From an optimization exercise on the open Yosys and OpenROAD flow, aimed at small area; shortcuts taken in it are not production practice. In this exercise RTL edits were held to simulation tests only and were not proved equivalent to the original. Power is estimated from default activity; no workload was simulated.

==> flow/design.v <==
`default_nettype none
package raster_pkg;
   typedef logic [10:0] hcount_t;
   typedef logic [9:0] vcount_t;
   typedef struct packed {
      logic [7:0] red;
      logic [7:0] green;
      logic [7:0] blue;
   } pixel_t;
   typedef enum logic [1:0] {
      mode_game,
      mode_border,
      mode_bars
   } video_mode_t;
endpackage
`default_nettype wire
`default_nettype none
package note_pkg;
   typedef logic [3:0] note_code_t;
   typedef logic [25:0] tempo_t;
   typedef logic [9:0] note_row_t;
   function automatic logic [9:0] note_row_of(input logic [3:0] code);
      logic [9:0] row;
      case (code)
         4'd1, 4'd2, 4'd13: row = 10'(144 + 74 * 6);
         4'd3, 4'd4:        row = 10'(144 + 74 * 5);
         4'd5:              row = 10'(144 + 74 * 4);
         4'd6, 4'd7:        row = 10'(144 + 74 * 3);
         4'd8, 4'd9:        row = 10'(144 + 74 * 2);
         4'd10, 4'd11:      row = 10'(144 + 74 * 1);
         4'd12:             row = 10'(144);
         default:           row = 10'(144 + 768);
      endcase
      note_row_of = row;
   endfunction
   function automatic logic [23:0] note_color_of(input logic [3:0] code);
      logic [23:0] color;
      case (code)
         4'd0:                           color = 24'h0;
         4'd2, 4'd4, 4'd7, 4'd9, 4'd11:  color = 24'h5555FF;
         4'd13:                          color = 24'h00DD00;
         default:                        color = 24'hFFFFFF;
      endcase
      note_color_of = color;
   endfunction
endpackage
`default_nettype wire
`default_nettype none
module raster_timing (
   input  wire logic           clock_65mhz,
   input  wire logic           reset,
   output raster_pkg::hcount_t hcount,
   output raster_pkg::vcount_t vcount
);
   logic h_last;
   logic v_last;
   assign h_last = hcount[10] & hcount[8] & (&hcount[5:0]);
   assign v_last = vcount[9] & vcount[8] & vcount[5] & vcount[2] & vcount[0];
   always_ff @(posedge clock_65mhz) begin
      if (reset) begin
         hcount <= '0;
         vcount <= '0;
      end else begin
         hcount <= h_last ? '0 : hcount + 1'b1;
         if (h_last)
            vcount <= v_last ? '0 : vcount + 1'b1;
      end
   end
endmodule
`default_nettype wire
`default_nettype none
module note_lane (
   input  wire logic        clock_65mhz,
   input  wire logic        reset,
   input  wire logic [63:0] next_notes,
   input  wire logic [25:0] tempo,
   input  wire logic        playing_correct,
   output logic [10:0]      lead_x,
   output logic [63:0]      codes,
   output logic             codes_valid,
   output logic             correct_q
);
   logic [25:0] tempo_q;
   logic [25:0] tempo_d;
   logic [25:0] beat_count;
   logic [19:0] move_count;
   logic        beat;
   logic        move;
   assign tempo_d = reset ? tempo : tempo_q;
   assign beat    = (beat_count == 26'd1);
   assign move    = (move_count == 20'd1);
   always_ff @(posedge clock_65mhz) begin
      tempo_q    <= tempo_d;
      beat_count <= (reset | beat) ? tempo_d : beat_count - 1'b1;
      move_count <= (reset | move) ? tempo_d[25:6] : move_count - 1'b1;
   end
   always_ff @(posedge clock_65mhz) begin
      if (reset)
         lead_x <= 11'(1024 - 1);
      else if (move)
         lead_x <= lead_x - 1'b1;
      else if (beat)
         lead_x <= 11'(72);
   end
   always_ff @(posedge clock_65mhz) begin
      if (reset)
         codes_valid <= 1'b0;
      else if (beat)
         codes_valid <= 1'b1;
      if (beat)
         codes <= next_notes;
      correct_q <= playing_correct;
   end
endmodule
`default_nettype wire
`default_nettype none
module note_renderer (
   input  wire logic                clock_65mhz,
   input  wire raster_pkg::hcount_t hcount,
   input  wire raster_pkg::vcount_t vcount,
   input  wire logic [10:0]         lead_x,
   input  wire logic [63:0]         codes,
   input  wire logic                codes_valid,
   input  wire logic                correct_q,
   output logic [2:0]               class_q,
   output logic                     border_q,
   output logic [2:0]               bars_q,
   output logic                     vsync_q,
   output logic                     blank_q
);
   logic [11:0] strip_x;
   logic [3:0]  note_idx;
   logic [3:0]  code;
   logic [2:0]  code_row;
   logic [2:0]  line_row;
   logic        note_on;
   logic        staff_hit;
   logic        in_staff;
   logic        edge_hit;
   logic        blank;
   logic [2:0]  pix_class;
   assign strip_x  = {1'b0, hcount} - {1'b0, lead_x};
   assign note_idx = strip_x[9:6];
   assign code     = codes[4*note_idx +: 4];
   always_comb begin
      case (code)
         4'd1, 4'd2, 4'd13: code_row = 3'd6;
         4'd3, 4'd4:        code_row = 3'd5;
         4'd5:              code_row = 3'd4;
         4'd6, 4'd7:        code_row = 3'd3;
         4'd8, 4'd9:        code_row = 3'd2;
         4'd10, 4'd11:      code_row = 3'd1;
         4'd12:             code_row = 3'd0;
         default:           code_row = 3'd7;
      endcase
   end
   always_comb begin
      line_row = 3'd7;
      for (int r = 0; r < 7; r++) begin
         if (vcount >= 10'(144 + 74 * r) &&
             vcount < 10'(144 + 74 * r + 35))
            line_row = 3'(r);
      end
   end
   assign note_on = codes_valid && strip_x[11:10] == 2'b00 &&
                    hcount > 72 && code_row == line_row &&
                    code_row != 3'd7;
   always_comb begin
      staff_hit = 1'b0;
      for (int i = 0; i < 8; i++) begin
         if (vcount == 128 + 73 * i)
            staff_hit = 1'b1;
      end
   end
   assign in_staff = (vcount >= 128) && (vcount <= 639);
   assign edge_hit = in_staff && (hcount == 72 || hcount == 1024 - 1);
   assign blank    = hcount[10] | (vcount[9] & vcount[8]);
   always_comb begin
      if (blank)
         pix_class = 3'd0;
      else if (edge_hit)
         pix_class = 3'd2;
      else if (note_on) begin
         if (note_idx == 4'd0)
            pix_class = correct_q ? 3'd5 : 3'd6;
         else if (code == 4'd13)
            pix_class = 3'd4;
         else if (code == 4'd2 || code == 4'd4 || code == 4'd7 ||
                  code == 4'd9 || code == 4'd11)
            pix_class = 3'd3;
         else
            pix_class = 3'd2;
      end else if (staff_hit && hcount >= 72)
         pix_class = 3'd1;
      else
         pix_class = 3'd0;
   end
   always_ff @(posedge clock_65mhz) begin
      class_q  <= pix_class;
      border_q <= (hcount == 0) || (hcount == 1024 - 1) ||
                  (vcount == 0) || (vcount == 768 - 1);
      bars_q   <= hcount[8:6];
      vsync_q  <= !(vcount >= 777 && vcount < 783);
      blank_q  <= blank;
   end
endmodule
`default_nettype wire
`default_nettype none
module video_output (
   input  wire logic                clock_65mhz,
   input  wire logic                reset,
   input  wire logic [1:0]          mode,
   input  wire raster_pkg::hcount_t hcount,
   input  wire logic [2:0]          class_q,
   input  wire logic                border_q,
   input  wire logic [2:0]          bars_q,
   input  wire logic                vsync_q,
   input  wire logic                blank_q,
   output logic [7:0]               vga_red,
   output logic [7:0]               vga_green,
   output logic [7:0]               vga_blue,
   output logic                     vga_hsync,
   output logic                     vga_vsync,
   output logic                     vga_blank_b
);
   logic [7:0] game_cols;
   logic [7:0] cols;
   logic [7:0] cols_q;
   logic       hsync_q;
   logic       vsync_o;
   logic       blank_b_q;
   always_comb begin
      case (class_q)
         3'd1:    game_cols = 8'b10_1010_10;    
         3'd2:    game_cols = 8'b11_1111_11;    
         3'd3:    game_cols = 8'b01_0101_11;    
         3'd4:    game_cols = 8'b00_1101_00;    
         3'd5:    game_cols = 8'b11_1111_00;    
         3'd6:    game_cols = 8'b11_0100_00;    
         default: game_cols = 8'b00_0000_00;
      endcase
      case (mode)
         2'd1:    cols = {8{border_q}};
         2'd2:    cols = {{2{bars_q[2]}}, {4{bars_q[1]}}, {2{bars_q[0]}}};
         default: cols = game_cols;
      endcase
   end
   always_ff @(posedge clock_65mhz) begin
      if (reset) begin
         cols_q    <= '0;
         hsync_q   <= 1'b1;
         vsync_o   <= 1'b1;
         blank_b_q <= 1'b0;
      end else begin
         cols_q    <= cols;
         hsync_q   <= !(hcount > 1048 && hcount <= 1184);
         vsync_o   <= vsync_q;
         blank_b_q <= !blank_q;
      end
   end
   assign vga_red     = {4{cols_q[7], cols_q[6]}};
   assign vga_green   = {cols_q[5], cols_q[4], cols_q[3], cols_q[2],
                         cols_q[5], cols_q[4], cols_q[3], cols_q[4]};
   assign vga_blue    = {4{cols_q[1], cols_q[0]}};
   assign vga_hsync   = hsync_q;
   assign vga_vsync   = vsync_o;
   assign vga_blank_b = blank_b_q;
endmodule
`default_nettype wire
`default_nettype none
module rhythm_video_top (
   input  wire logic                    clock_65mhz,
   input  wire logic                    reset,
   input  wire logic [1:0]              mode,
   input  wire logic [63:0]             next_notes,
   input  wire logic [25:0]             tempo,
   input  wire logic                    playing_correct,
   output logic [7:0]                   vga_red,
   output logic [7:0]                   vga_green,
   output logic [7:0]                   vga_blue,
   output logic                         vga_hsync,
   output logic                         vga_vsync,
   output logic                         vga_blank_b
);
   raster_pkg::hcount_t hcount;
   raster_pkg::vcount_t vcount;
   logic [10:0] lead_x;
   logic [63:0] codes;
   logic        codes_valid;
   logic        correct_q;
   logic [2:0]  class_q;
   logic        border_q;
   logic [2:0]  bars_q;
   logic        vsync_q;
   logic        blank_q;
   raster_timing u_raster_timing (
      .clock_65mhz (clock_65mhz),
      .reset       (reset),
      .hcount      (hcount),
      .vcount      (vcount)
   );
   note_lane u_note_lane (
      .clock_65mhz     (clock_65mhz),
      .reset           (reset),
      .next_notes      (next_notes),
      .tempo           (tempo),
      .playing_correct (playing_correct),
      .lead_x          (lead_x),
      .codes           (codes),
      .codes_valid     (codes_valid),
      .correct_q       (correct_q)
   );
   note_renderer u_note_renderer (
      .clock_65mhz (clock_65mhz),
      .hcount      (hcount),
      .vcount      (vcount),
      .lead_x      (lead_x),
      .codes       (codes),
      .codes_valid (codes_valid),
      .correct_q   (correct_q),
      .class_q     (class_q),
      .border_q    (border_q),
      .bars_q      (bars_q),
      .vsync_q     (vsync_q),
      .blank_q     (blank_q)
   );
   video_output u_video_output (
      .clock_65mhz (clock_65mhz),
      .reset       (reset),
      .mode        (mode),
      .hcount      (hcount),
      .class_q     (class_q),
      .border_q    (border_q),
      .bars_q      (bars_q),
      .vsync_q     (vsync_q),
      .blank_q     (blank_q),
      .vga_red     (vga_red),
      .vga_green   (vga_green),
      .vga_blue    (vga_blue),
      .vga_hsync   (vga_hsync),
      .vga_vsync   (vga_vsync),
      .vga_blank_b (vga_blank_b)
   );
endmodule
`default_nettype wire
==> flow/config.mk <==
export PLATFORM = sky130hd
export DESIGN_NAME = rhythm_video_top
export DESIGN_NICKNAME = rhythm_video_top
export VERILOG_FILES = /design/flow/design.v
export SDC_FILE = /design/flow/constraint.sdc
export NUM_CORES = 4
export LEC_CHECK = 0
export CAP_MARGIN = 20
export CORE_MARGIN = 2
export CORE_UTILIZATION = 70
export CTS_BUF_LIST = sky130_fd_sc_hd__clkbuf_8
export SLEW_MARGIN = 20
==> flow/constraint.sdc <==
create_clock -name core_clock -period 15.0 [get_ports {clock_65mhz}]
set_input_delay 3.0000 -clock core_clock [delete_from_list [all_inputs] [get_ports {clock_65mhz}]]
set_output_delay 3.0000 -clock core_clock [all_outputs]
set_load 0.01 [all_outputs]
standard.sh (not shown) runs the stock make flow with config.mk's settings and CLKGATE_MAP_FILE= SYNTH_SCRIPT=/design/flow/synth_recipe.tcl, a recipe that flattens the netlist after the stock synthesis.
==> flow/flow/run.sh <==
#!/bin/bash
# The standard layout (standard.sh), with two changes:
# - synthesis maps with an area-oriented ABC script (abc_area_map.script)
#   in place of ORFS's speed script; everything else in synthesis is as
#   standard (same scripts, copied so the one file can be replaced)
# - the port buffers are the smallest buffer cell
set -euo pipefail
W=$(pwd)
rm -rf "$W/orfs_scripts"
cp -r "$FLOW_HOME/scripts" "$W/orfs_scripts"
cp "$W/flow/abc_area_map.script" "$W/orfs_scripts/abc_speed.script"
export SCRIPTS_DIR="$W/orfs_scripts"
export BUFFER_PORTS_ARGS="-buffer_cell sky130_fd_sc_hd__buf_1"
bash standard.sh > "$W/standard_make.log" 2>&1
==> flow/flow/abc_area_map.script <==
strash
dc2
dch -f
amap
topo
dnsize
The starting point went through all stages and came out clean.
Edit:
==> flow/flow/run.sh (replaced) <==
#!/bin/bash
# standard layout, with the port buffers made of the smallest buffer cell
set -euo pipefail
export BUFFER_PORTS_ARGS="-buffer_cell sky130_fd_sc_hd__buf_1"
bash standard.sh > standard_make.log 2>&1
removed: flow/flow/abc_area_map.script
Critical path depth drops by 6.
Via count goes down slightly.
Cell count rose by a few percent.
Non-clock buffer count is lower by 4.
Global-route usage came out lower by 2.8 points.
Sequential power came out higher slightly.
Edit:
==> flow/flow/run.sh (replaced) <==
#!/bin/bash
# The standard layout (standard.sh), with two changes:
# - synthesis maps with an area-oriented ABC script (abc_area_map.script)
#   in place of ORFS's speed script; everything else in synthesis is as
#   standard (same scripts, copied so the one file can be replaced)
# - the port buffers are the smallest buffer cell
set -euo pipefail
W=$(pwd)
rm -rf "$W/orfs_scripts"
cp -r "$FLOW_HOME/scripts" "$W/orfs_scripts"
cp "$W/flow/abc_area_map.script" "$W/orfs_scripts/abc_speed.script"
export SCRIPTS_DIR="$W/orfs_scripts"
export BUFFER_PORTS_ARGS="-buffer_cell sky130_fd_sc_hd__buf_1"
bash standard.sh > "$W/standard_make.log" 2>&1
==> flow/flow/abc_area_map.script (new file) <==
strash
dc2
dch -f
amap
topo
dnsize
CTS_CLUSTER_DIAMETER = 300   (was unset)
CTS_CLUSTER_SIZE = 30   (was unset)
Result: Worst setup slack is worse by 1.1 ns; first-iteration DRC count grows by 7.9%; clock skew barely changes; non-clock buffer count grows by 4; via count grows by 1.3%.

## separate check: timing with driven ports
The results above use ideal ports. As a check the final layouts listed here were re-extracted and re-timed, cells and wires unchanged. Step 1: set_driving_cell puts a clkbuf_16 on clock_65mhz and a buf_2 on each other input, an assumption about the parent block. Step 2, shift: input delay + t, output delay - t, t = (earliest + latest rising clock arrival at the registers) / 2. This alone moves slack from input paths to output paths. a / b / c = no drivers / after step 1 / after step 2; a / b = the first two.
run | t (ns) | slack for setup (ns) | worst setup path at the end | cell pins on the clock port's net
the first run | 0.494 | 8.846 / 8.846 / 8.846 | register to register | 1
the second run | 0.494 | 9.960 / 9.960 / 9.960 | register to register | 1
the third run | 0.494 | 8.846 / 8.846 / 8.846 | register to register | 1
After both steps setup and hold are still met in every run listed.
